From an optimization exercise on the open Yosys and OpenROAD flow, aimed at small area, a short achievable clock period and few clock cycles; shortcuts taken in it are not production practice. Function was checked by simulation only, so behaviour that the tests miss may differ from the original. Power and IR drop assume default switching activity.

Setup of lane 1:
## cpu_top
module cpu_top (
    input  logic  clk_i,
    input  logic  rst_i,
    output logic  cyc_o,
    output logic  stb_o,
    output logic  we_o,
    output cpu_pkg::sel_t  sel_o,
    output cpu_pkg::word_t adr_o,
    output cpu_pkg::word_t dat_o,
    input  logic  ack_i,
    input  logic  err_i,
    input  cpu_pkg::word_t dat_i
);
    logic        rf_we;
    logic [4:0]  rf_wid;
    logic [31:0] rf_rsel;
    logic [30:0] rf_valid;
    logic [63:0] pc;
    logic [63:0] rd;
    logic [63:0] op;
    logic [63:0] tmp;
    logic [40:0] imm;
    logic [5:0]  amt;
    logic        big, sub;
    logic        s_mov, s_shl, s_shr, s_as, s_or, s_and, s_xor;
    logic [63:0] result;
    logic        z_sub, z_tb;
    assign sel_o = 8'hff;
    assign stb_o = cyc_o;
    logic [63:0] dato;
    assign dat_o = dato;
    cpu_control u_control (
        .clk_i      (clk_i),
        .rst_i      (rst_i),
        .cyc_o      (cyc_o),
        .we_o       (we_o),
        .adr_o      (adr_o),
        .ack_i      (ack_i),
        .err_i      (err_i),
        .dat_i      (dat_i),
        .rf_we_o    (rf_we),
        .rf_wid_o   (rf_wid),
        .rf_rsel_o  (rf_rsel),
        .rf_valid_i (rf_valid),
        .pc_o       (pc),
        .rd_i       (rd),
        .dato_o     (dato),
        .op_o       (op),
        .tmp_o      (tmp),
        .imm_o      (imm),
        .amt_o      (amt),
        .big_o      (big),
        .sub_o      (sub),
        .s_mov_o    (s_mov),
        .s_shl_o    (s_shl),
        .s_shr_o    (s_shr),
        .s_as_o     (s_as),
        .s_or_o     (s_or),
        .s_and_o    (s_and),
        .s_xor_o    (s_xor),
        .result_i   (result),
        .z_sub_i    (z_sub),
        .z_tb_i     (z_tb)
    );
    cpu_regfile u_regfile (
        .clk_i   (clk_i),
  ...
export LEC_CHECK = 0
export CAP_MARGIN = 20
export CORE_MARGIN = 2
export CORE_UTILIZATION = 40
export CTS_CLUSTER_DIAMETER = 80
export CTS_CLUSTER_SIZE = 28
export PLACE_DENSITY = 0.75
export SETUP_SLACK_MARGIN = 5
export SLEW_MARGIN = 20
create_clock -name core_clock -period 10.0 [get_ports {clk_i}]
standard.sh (not shown) runs the stock make flow with config.mk's settings and CLKGATE_MAP_FILE= SYNTH_SCRIPT=/design/flow/synth_recipe.tcl, a recipe that flattens the netlist after the stock synthesis.
==> flow/flow/run.sh <==
#!/bin/bash
set -euo pipefail
bash standard.sh SETUP_SLACK_MARGIN=5.8 "BUFFER_PORTS_ARGS=-buffer_cell sky130_fd_sc_hd__buf_4" finish > standard_flow.log 2>&1
Lane 1 completed; timing, DRC and antenna clean
Testbench counts of lane 1, summed over its fixed seeds: cycles 26,659.
For lane 5, these inputs were changed with respect to lane 1:
# lane 1
export LEC_CHECK = 0
export CAP_MARGIN = 20
export CORE_MARGIN = 2
export CORE_UTILIZATION = 40
export CTS_CLUSTER_DIAMETER = 80
export CTS_CLUSTER_SIZE = 28
export PLACE_DENSITY = 0.75
export SETUP_SLACK_MARGIN = 5
export SLEW_MARGIN = 20
create_clock -name core_clock -period 10.0 [get_ports {clk_i}]
# lane 5
export LEC_CHECK = 0
export CAP_MARGIN = 20
export CORE_MARGIN = 2
export CORE_UTILIZATION = 50
export CTS_CLUSTER_DIAMETER = 80
export CTS_CLUSTER_SIZE = 28
export SETUP_SLACK_MARGIN = 5
export SLEW_MARGIN = 20
create_clock -name core_clock -period 10.0 [get_ports {clk_i}]
==> comparison <==
Lane 5 drops more vias than lane 1. Relative to lane 1, the number of antenna diodes of lane 5 is higher by 13. From lane 1 to lane 5 the numbers moved as follows: design area now smaller, fmax now larger. Starting DRC count in detailed routing of lane 5 exceeds that of lane 1 by a few percent. u_control.pc[60] as the destination of the critical timing path was reported by lane 1, and adr_o[47] by lane 5. Relative to lane 1, the minimum clock period of lane 5 is lower by 0.073 ns. Lane 5 vs lane 1, first-pass GRT wire length went up by 16 mm. Lane 5: clock-buffer cell count is 22% higher than what lane 1 reported. The total power in lane 5 sits about 2.8% above the value recorded for lane 1. In lane 5, design internal power is higher than in lane 1. On synthesis-stage register bit count, lane 5 and lane 1 are neck and neck.

========
== wip/amber ==
cpu_top again, from the RTL that the note above started with.
==> flow/config.mk <==
export PLATFORM = sky130hd
export DESIGN_NAME = cpu_top
export DESIGN_NICKNAME = cpu_top
export VERILOG_FILES = /design/flow/design.v
export SDC_FILE = /design/flow/constraint.sdc
export NUM_CORES = 4
export LEC_CHECK = 0
export CAP_MARGIN = 20
export CORE_MARGIN = 2
export CORE_UTILIZATION = 40
export CTS_CLUSTER_DIAMETER = 80
export CTS_CLUSTER_SIZE = 28
export SETUP_SLACK_MARGIN = 5
export SLEW_MARGIN = 20
==> flow/constraint.sdc <==
create_clock -name core_clock -period 10.0 [get_ports {clk_i}]
set_input_delay 2.0000 -clock core_clock [delete_from_list [all_inputs] [get_ports {clk_i}]]
set_output_delay 2.0000 -clock core_clock [all_outputs]
set_load 0.01 [all_outputs]
Scripts as last shown in full above: flow/flow/run.sh
Testbench counts of wip/amber, summed over its fixed seeds: cycles 26,659.
### wip/amber -> wip/ember
==> flow/run.sh (new file) <==
#!/bin/bash
# synth_recipe.tcl (not shown) runs the flow's synth.tcl, then flattens the netlist and writes it again
# the make line also repeats each setting of config.mk as NAME=value (left out here)
make -C /OpenROAD-flow-scripts/flow DESIGN_CONFIG=/design/flow/config.mk WORK_HOME=/design/flow/orfs CLKGATE_MAP_FILE= SYNTH_SCRIPT=/design/flow/synth_recipe.tcl finish
removed: flow/flow/run.sh
removed: flow/standard.sh
==> notes.md <==
- wip/ember went all the way through synthesis, placement and routing and the layout is clean on timing, DRC and antenna.
- Any difference in number of register bits inferred by synthesis between wip/ember and wip/amber is small enough to ignore.
- Diff wip/amber -> wip/ember: register clock-pin slew on the reported worst setup and hold paths shows no meaningful change; multi-input gate area in the final layout shows a reduction of about 5.5%; number of clock buffer instances in the layout shows a reduction of 32; setup slack shows a reduction of 510 ps.
- Kind of critical path = reg -> reg: wip/amber; kind of critical path = in -> reg: wip/ember
- There was hardly any difference in total area of sequential cells between wip/ember and wip/amber.
- From wip/ember to wip/amber, fraction of the mapped netlist area in compound gates did not move at all.
- The switching power as a share of total power on wip/ember is in line with that on wip/amber.
- Status: worst-case hold slack parity (wip/ember, wip/amber)
- wip/ember against wip/amber: register-to-register slack went down 470 ps, met1 capacity usage during global routing decreased by 2.1 points relative to the old numbers.
Changes in wip/fjord relative to wip/ember:
==> flow/flow/run.sh (new file) <==
#!/bin/bash
set -euo pipefail
bash standard.sh SETUP_SLACK_MARGIN=5.4 "BUFFER_PORTS_ARGS=-buffer_cell sky130_fd_sc_hd__buf_4" finish > standard_flow.log 2>&1
==> flow/standard.sh (new file) <==
#!/bin/bash
# synth_recipe.tcl (not shown) runs the flow's synth.tcl, then flattens the netlist and writes it again
# the make line also repeats each setting of config.mk as NAME=value (left out here)
make -C /OpenROAD-flow-scripts/flow DESIGN_CONFIG=/design/flow/config.mk WORK_HOME=/design/flow/orfs CLKGATE_MAP_FILE= SYNTH_SCRIPT=/design/flow/synth_recipe.tcl "${@:-finish}"
removed: flow/run.sh
- Synthesis-to-layout area growth, wip/fjord and wip/ember, lower one = wip/ember.
- Share of the final layout cell area in multi-input gates across wip/fjord and wip/ember: no real change.
- wip/fjord closes out successfully: all stages finished, all timing, DRC and antenna checks passed.
- Between wip/fjord and wip/ember, it is wip/fjord whose design area is higher, by 0.96%.
- When wip/fjord is measured against wip/ember, its worst endpoint required time turns out 100 ps lower.
- Worst setup path startpoint = u_control.rsel[9]: wip/fjord; worst setup path startpoint = dat_i[62]: wip/ember
- The estimated power of wip/fjord ends up higher than the estimate for wip/ember.

[what the ideal ports hide]
In the flow no input, the clock included, has a driving cell. The finished layouts below were timed again as built, in two steps. Step 1: set_driving_cell puts a clkbuf_16 on clk_i and a buf_2 on each other input, an assumption about the parent block. Step 2 moves the port delays by t, midway between the first and last clock arrival at a register: inputs arrive t later, outputs are due t later. That takes back most of the time a late clock gives input paths. a / b / c = no drivers / after step 1 / after step 2; a / b = the first two.
| run | shift t [ns] | setup WS [ns] | worst setup path at the end | slew at the worst register clock pin (ns) | worst slew at a driven data input, ns |
|---|---|---|---|---|---|
| lane 1 | 0.959 | 5.578 / 5.488 / 4.772 | input to register | 0.11 / 0.11 | 0.13 |
| lane 5 | 0.937 | 5.651 / 5.558 / 4.852 | input to register | 0.11 / 0.11 | 0.09 |
| wip/amber | 0.988 | 5.496 / 5.483 / 4.831 | input to register | 0.11 / 0.11 | 0.20 |
| wip/ember | 0.938 | 4.982 / 4.893 / 4.112 | input to register | 0.12 / 0.12 | 0.19 |
| wip/fjord | 0.965 | 5.197 / 5.197 / 4.491 | input to register | 0.11 / 0.11 | 0.17 |
After both steps setup and hold are still met in every run listed. The setup slack of wip/ember, which loses most, moves by -0.089 ns with the drivers and by -0.870 ns with both steps.
